Background: an optimization exercise with open tools, aiming at small area. Do not read the settings as production practice.
Function was checked by simulation only, so behaviour that the tests miss may differ from the original.
Power is estimated from default activity; no workload was simulated. The flow treats the clock pin as an ideal source, which a real chip does not have.

==> flow/design.v <==
module risc_trace_top (
  input  logic        clk,
  input  logic        rst,
  input  logic        start,
  input  logic [31:0] pc_i,
  input  logic [31:0] instr_i,
  input  logic [31:0] wdata_i,
  input  logic        rd_en,
  output logic        core_rst,
  output logic        running,
  output logic        done,
  output logic        halt_det,
  output logic        timeout,
  output logic        overflow,
  output logic [31:0] cycle_cnt,
  output logic [4:0]  count,
  output logic        rd_valid,
  output logic [31:0] rd_pc,
  output logic [31:0] rd_instr,
  output logic [31:0] rd_wdata
);
  risc_trace_ctrl #(
    .DATA_W     (32),
    .ADDR_W     (32),
    .DEPTH      (16),
    .RST_CYCLES (2),
    .MAX_CYCLES (1000),
    .STALL_LIMIT(4)
  ) u_ctrl (
    .clk      (clk),
    .rst      (rst),
    .start    (start),
    .pc_i     (pc_i),
    .instr_i  (instr_i),
    .wdata_i  (wdata_i),
    .rd_en    (rd_en),
    .core_rst (core_rst),
    .running  (running),
    .done     (done),
    .halt_det (halt_det),
    .timeout  (timeout),
    .overflow (overflow),
    .cycle_cnt(cycle_cnt),
    .count    (count),
    .rd_valid (rd_valid),
    .rd_pc    (rd_pc),
    .rd_instr (rd_instr),
    .rd_wdata (rd_wdata)
  );
endmodule

module risc_trace_ctrl #(
  parameter int DATA_W      = 32,
  parameter int ADDR_W      = 32,
  parameter int DEPTH       = 16,
  parameter int RST_CYCLES  = 1,
  parameter int MAX_CYCLES  = 10,
  parameter int STALL_LIMIT = 4
) (
  input  logic                     clk,
  input  logic                     rst,
  input  logic                     start,
  input  logic [ADDR_W-1:0]        pc_i,
  input  logic [DATA_W-1:0]        instr_i,
  input  logic [DATA_W-1:0]        wdata_i,
  input  logic                     rd_en,
  output logic                     core_rst,
  output logic                     running,
  output logic                     done,
  output logic                     halt_det,
  output logic                     timeout,
  output logic                     overflow,
  output logic [31:0]              cycle_cnt,
  output logic [$clog2(DEPTH):0]   count,
  output logic                     rd_valid,
  output logic [ADDR_W-1:0]        rd_pc,
  output logic [DATA_W-1:0]        rd_instr,
  output logic [DATA_W-1:0]        rd_wdata
);
  localparam int PTR_W = $clog2(DEPTH);
  localparam int CNT_W = PTR_W + 1;
  localparam int ENT_W = ADDR_W + 2 * DATA_W;
  localparam int CYC_W = $clog2(MAX_CYCLES + 1);
  localparam int STL_W = (STALL_LIMIT > 2) ? $clog2(STALL_LIMIT) : 1;
  localparam int RST_W = (RST_CYCLES > 2) ? $clog2(RST_CYCLES) : 1;
  logic              in_reset;
  logic [RST_W-1:0]  rst_cnt;
  logic [CYC_W-1:0]  cyc;
  logic [STL_W-1:0]  stall_cnt;
  logic [DEPTH-1:0]  rd_sel;
  logic [DEPTH-1:0][ENT_W-1:0] ring;
  logic [ENT_W-1:0]  newest;
  logic              full;
  logic              go;
  logic              pop_ok;
  logic              same_pc;
  logic              hit_halt;
  logic              hit_budget;
  logic              adv;
  assign full       = count[PTR_W];
  assign go         = start && !in_reset && !running;
  assign pop_ok     = done && rd_en && (count != '0) && !start;
  assign same_pc    = (count != '0) && (pc_i == newest[ENT_W-1 -: ADDR_W]);
  assign hit_halt   = same_pc && (stall_cnt == STL_W'(STALL_LIMIT - 1));
  assign hit_budget = (cyc == CYC_W'(MAX_CYCLES - 1));
  assign adv        = running ? !full : (done && !pop_ok);
  assign newest    = ring[0];
  assign core_rst  = !running;
  assign cycle_cnt = 32'(cyc);
  always_ff @(posedge clk) begin
    ring[0] <= running ? {pc_i, instr_i, wdata_i} : ring[DEPTH-1];
    for (int i = 1; i < DEPTH; i++) ring[i] <= ring[i-1];
  end
  always_ff @(posedge clk) begin
    if (go)       rd_sel <= DEPTH'(1);
    else if (adv) rd_sel <= {rd_sel[DEPTH-2:0], rd_sel[DEPTH-1]};
  end
  logic [ENT_W-1:0] rd_ent;
  always_comb begin
    rd_ent = '0;
    for (int i = 0; i < DEPTH; i++)
      rd_ent = rd_ent | (ring[i] & {ENT_W{rd_sel[i]}});
  end
  assign {rd_pc, rd_instr, rd_wdata} = rd_ent;
  always_ff @(posedge clk or negedge rst) begin
    if (!rst) begin
      in_reset  <= 1'b0;
      rst_cnt   <= '0;
      running   <= 1'b0;
      done      <= 1'b0;
      count     <= '0;
      stall_cnt <= '0;
      cyc       <= '0;
      halt_det  <= 1'b0;
      timeout   <= 1'b0;
      overflow  <= 1'b0;
      rd_valid  <= 1'b0;
    end else begin
      rd_valid <= pop_ok;
      if (go) begin
        in_reset  <= 1'b1;
        done      <= 1'b0;
        rst_cnt   <= '0;
        count     <= '0;
        stall_cnt <= '0;
        cyc       <= '0;
        halt_det  <= 1'b0;
        timeout   <= 1'b0;
        overflow  <= 1'b0;
      end else if (pop_ok) begin
        count <= count - 1'b1;
      end
      if (in_reset) begin
        if (rst_cnt == RST_W'(RST_CYCLES - 1)) begin
          in_reset <= 1'b0;
          running  <= 1'b1;
        end else begin
          rst_cnt <= rst_cnt + 1'b1;
        end
      end
      if (running) begin
        cyc       <= cyc + 1'b1;
        stall_cnt <= same_pc ? stall_cnt + 1'b1 : '0;
        if (full) overflow <= 1'b1;
        else      count    <= count + 1'b1;
        if (hit_halt)   halt_det <= 1'b1;
        if (hit_budget) timeout  <= 1'b1;
        if (hit_halt || hit_budget) begin
          running <= 1'b0;
          done    <= 1'b1;
        end
      end
    end
  end
endmodule
Settings: LEC_CHECK=0, CAP_MARGIN=20, CORE_MARGIN=2, CORE_UTILIZATION=40, SLEW_MARGIN=20; clock period 5.0 ns.
standard.sh (not shown) runs the stock make flow with config.mk's settings and CLKGATE_MAP_FILE= SYNTH_SCRIPT=/design/flow/synth_recipe.tcl, a recipe that flattens the netlist after the stock synthesis.
==> flow/flow/run.sh <==
#!/bin/bash
set -euo pipefail
bash standard.sh \
  "BUFFER_PORTS_ARGS=-buffer_cell sky130_fd_sc_hd__buf_1" \
  "CTS_ARGS=-sink_clustering_enable -repair_clock_nets -dont_use_dummy_load -sink_clustering_size 25 -sink_clustering_max_diameter 150" \
  finish > make_finish.log 2>&1
The baseline completed without violations.
Then changed:
==> flow/flow/run.sh (replaced) <==
#!/bin/bash
# The standard layout (standard.sh) with these changes:
#  - ABC maps the combinational logic with one area-oriented &nf pass
#    (flow/abc_area_map.script) in place of ORFS's speed script; registers
#    are untouched, as dfflibmap maps them before ABC runs;
#  - input and output ports are buffered with the smallest buffer;
#  - CTS clusters up to 30 sinks per leaf buffer and adds no dummy loads.
set -euo pipefail
here=$(pwd)
rm -rf "$here/scripts_mod"
cp -r "$FLOW_HOME/scripts" "$here/scripts_mod"
cp "$here/flow/abc_area_map.script" "$here/scripts_mod/abc_speed.script"
bash standard.sh \
  "SCRIPTS_DIR=$here/scripts_mod" \
  "BUFFER_PORTS_ARGS=-buffer_cell sky130_fd_sc_hd__buf_1" \
  "CTS_ARGS=-sink_clustering_enable -repair_clock_nets -dont_use_dummy_load -sink_clustering_size 30 -sink_clustering_max_diameter 80" \
  finish > make_finish.log 2>&1
==> flow/flow/abc_area_map.script (new file) <==
&get -n
&st
&dch
&nf -p -R 1000
&put
topo
stime -c
- CORE_UTILIZATION: 40 -> 65
Design area is lower by 3.3%.
Wire length is lower by 8.7%.
Setup slack got worse by 0.13 ns.
First-iteration DRC count is higher by 88%.
Clock-buffer cell count is lower by 15.
Non-clock buffer count is lower by 4.
Sequential share of layout area is higher by 2.3 points.
Clock skew is lower by 0.0068 ns.
Then changed:
--- a/flow/flow/run.sh
+++ b/flow/flow/run.sh
@@ -1,5 +1,5 @@
 #!/bin/bash
 # The standard layout (standard.sh) with these changes:
-#  - ABC maps the combinational logic with one area-oriented &nf pass
+#  - ABC maps the combinational logic with two area-oriented &nf passes
 #    (flow/abc_area_map.script) in place of ORFS's speed script; registers
 #    are untouched, as dfflibmap maps them before ABC runs;
==> flow/flow/abc_area_map.script (replaced) <==
&get -n
&st
&dch
&nf -p -R 1000
&st
&dch
&nf -p -R 1000
&put
topo
stime -c
- CORE_UTILIZATION: 65 -> 40
Effect:
- The changed run went through all stages and came out clean
- final area grows by 1.5%
- routed wire length grows by 8.7%
- utilization shrinks by 27 points
- setup slack gains 0.074 ns
- register-to-register slack gains 0.22 ns
- fmax grows by 1.8%
- total power grows by 1.0%
- non-clock buffer count grows by 6
- hold slack loses 0.052 ns
- via count shrinks by 2.3%
- clock power grows by about 3%
Then changed:
==> flow/flow/run.sh (replaced) <==
#!/bin/bash
set -euo pipefail
bash standard.sh \
  "BUFFER_PORTS_ARGS=-buffer_cell sky130_fd_sc_hd__buf_1" \
  "CTS_ARGS=-sink_clustering_enable -repair_clock_nets -dont_use_dummy_load -buf_list sky130_fd_sc_hd__clkbuf_8" \
  "RECOVER_POWER=100" \
  finish > make_finish.log 2>&1
removed: flow/flow/abc_area_map.script
=>
- This time the run completed, yet does not pass: capacitance limit, slew limit
- clock-buffer cell count went up by 168
- cell area increases by a few percent
- wire length increases by a few percent
- register-to-register slack got worse by 0.98 ns

---

Setup of wip/indigo:
Starts from the design.v that is shown in full above.
==> flow/config.mk <==
export PLATFORM = sky130hd
export DESIGN_NAME = risc_trace_top
export DESIGN_NICKNAME = risc_trace_top
export VERILOG_FILES = /design/flow/design.v
export SDC_FILE = /design/flow/constraint.sdc
export NUM_CORES = 4
export LEC_CHECK = 0
export CAP_MARGIN = 20
export CORE_MARGIN = 2
export CORE_UTILIZATION = 40
export SLEW_MARGIN = 20
==> flow/constraint.sdc <==
create_clock -name core_clock -period 5.0 [get_ports {clk}]
set_input_delay 1.0000 -clock core_clock [delete_from_list [all_inputs] [get_ports {clk}]]
set_output_delay 1.0000 -clock core_clock [all_outputs]
set_load 0.01 [all_outputs]
==> flow/flow/run.sh <==
#!/bin/bash
# The standard layout (standard.sh) with these changes:
#  - ABC maps the combinational logic with one area-oriented &nf pass
#    (flow/abc_area_map.script) in place of ORFS's speed script; registers
#    are untouched, as dfflibmap maps them before ABC runs;
#  - input and output ports are buffered with the smallest buffer;
#  - CTS clusters up to 30 sinks per leaf buffer and adds no dummy loads.
set -euo pipefail
here=$(pwd)
rm -rf "$here/scripts_mod"
cp -r "$FLOW_HOME/scripts" "$here/scripts_mod"
cp "$here/flow/abc_area_map.script" "$here/scripts_mod/abc_speed.script"
bash standard.sh \
  "SCRIPTS_DIR=$here/scripts_mod" \
  "BUFFER_PORTS_ARGS=-buffer_cell sky130_fd_sc_hd__buf_1" \
  "CTS_ARGS=-sink_clustering_enable -repair_clock_nets -dont_use_dummy_load -sink_clustering_size 30 -sink_clustering_max_diameter 80" \
  finish > make_finish.log 2>&1
==> flow/flow/abc_area_map.script <==
&get -n
&st
&dch
&nf -p -R 1000
&put
topo
stime -c
## Diff of input files: wip/quartz against wip/indigo
==> flow/run.sh (new file) <==
#!/bin/bash
# synth_recipe.tcl (not shown) runs the flow's synth.tcl, then flattens the netlist and writes it again
# the make line also repeats each setting of config.mk as NAME=value (left out here)
make -C /OpenROAD-flow-scripts/flow DESIGN_CONFIG=/design/flow/config.mk WORK_HOME=/design/flow/orfs CLKGATE_MAP_FILE= SYNTH_SCRIPT=/design/flow/synth_recipe.tcl finish
removed: flow/flow/run.sh
removed: flow/flow/abc_area_map.script
removed: flow/standard.sh
Results
wip/quartz | stages: all done | timing, DRC, antenna: all pass. Synthesis-to-finish area growth sits higher in wip/quartz than in wip/indigo. Going from wip/indigo to wip/quartz, number of diodes shows an increase of 1, setup slack at placement shows a reduction of 300 ps, share of the core filled with cells in the final layout shows an increase of 3.8 points, setup slack shows a reduction of 190 ps. When wip/quartz is measured against wip/indigo, its total detailed-routing wirelength turns out about 11% higher. Changes observed in wip/quartz relative to wip/indigo: die footprint went up; routed wirelength normalized by instance count went up; number of distinct standard cells referenced by the synthesized netlist went up; worst setup skew after layout went down. Against wip/indigo, total design power in wip/quartz came out worse.
What wip/lagoon does differently from wip/quartz at the input level:
Settings: an added CTS_BUF_LIST of sky130_fd_sc_hd__clkbuf_4 sky130_fd_sc_hd__clkbuf_8; a change of CORE_UTILIZATION from 40 to 60; an added CTS_CLUSTER_SIZE of 30.
[summary]
Delta (wip/lagoon minus wip/quartz): fraction of power consumed by sequential logic went up by 2.2 points, worst setup slack went down by 130 ps, period utilization went up by 2.7 points, non-clock buffer count went down by about 0.7%, routed wire length went down by about 3.2%.
wip/lagoon: all stages complete, timing, DRC and antenna checks passed

static timing again, ports no longer ideal:
No port has a modelled driver above. Below, the same layouts with a new extraction and two added sets of constraints. Step 1 sets driving cells, clkbuf_16 on the clock port and buf_2 on the other inputs (assumed; they add their load-dependent delay and slew). Step 2 times the ports against the registers' clock, not the clock port: input delays grow and output delays shrink by t, the midpoint of the rising clock arrivals with the driver on. Three values: ideal ports, drivers, drivers and shift; two values: the first two.
run	t (ns)	slack for setup (ns)	worst register clock-pin slew, ns	worst slew at a driven data input, ns	cell pins on the clock port's net
the first run of note 1	0.706	1.017 / 0.952 / 1.657	0.10 / 0.10	0.10	1
the second run of note 1	0.714	0.892 / 0.824 / 1.538	0.11 / 0.11	0.14	1
the third run of note 1	0.722	0.966 / 0.897 / 1.619	0.11 / 0.11	0.10	1
the fourth run of note 1	0.885	0.576 / 0.512 / 1.226	0.07 / 0.07	0.11	1
wip/indigo	0.734	1.018 / 0.949 / 1.684	0.11 / 0.11	0.11	1
wip/quartz	0.800	0.832 / 0.763 / 1.500	0.07 / 0.07	0.12	1
wip/lagoon	0.901	0.699 / 0.632 / 1.533	0.07 / 0.07	0.12	1
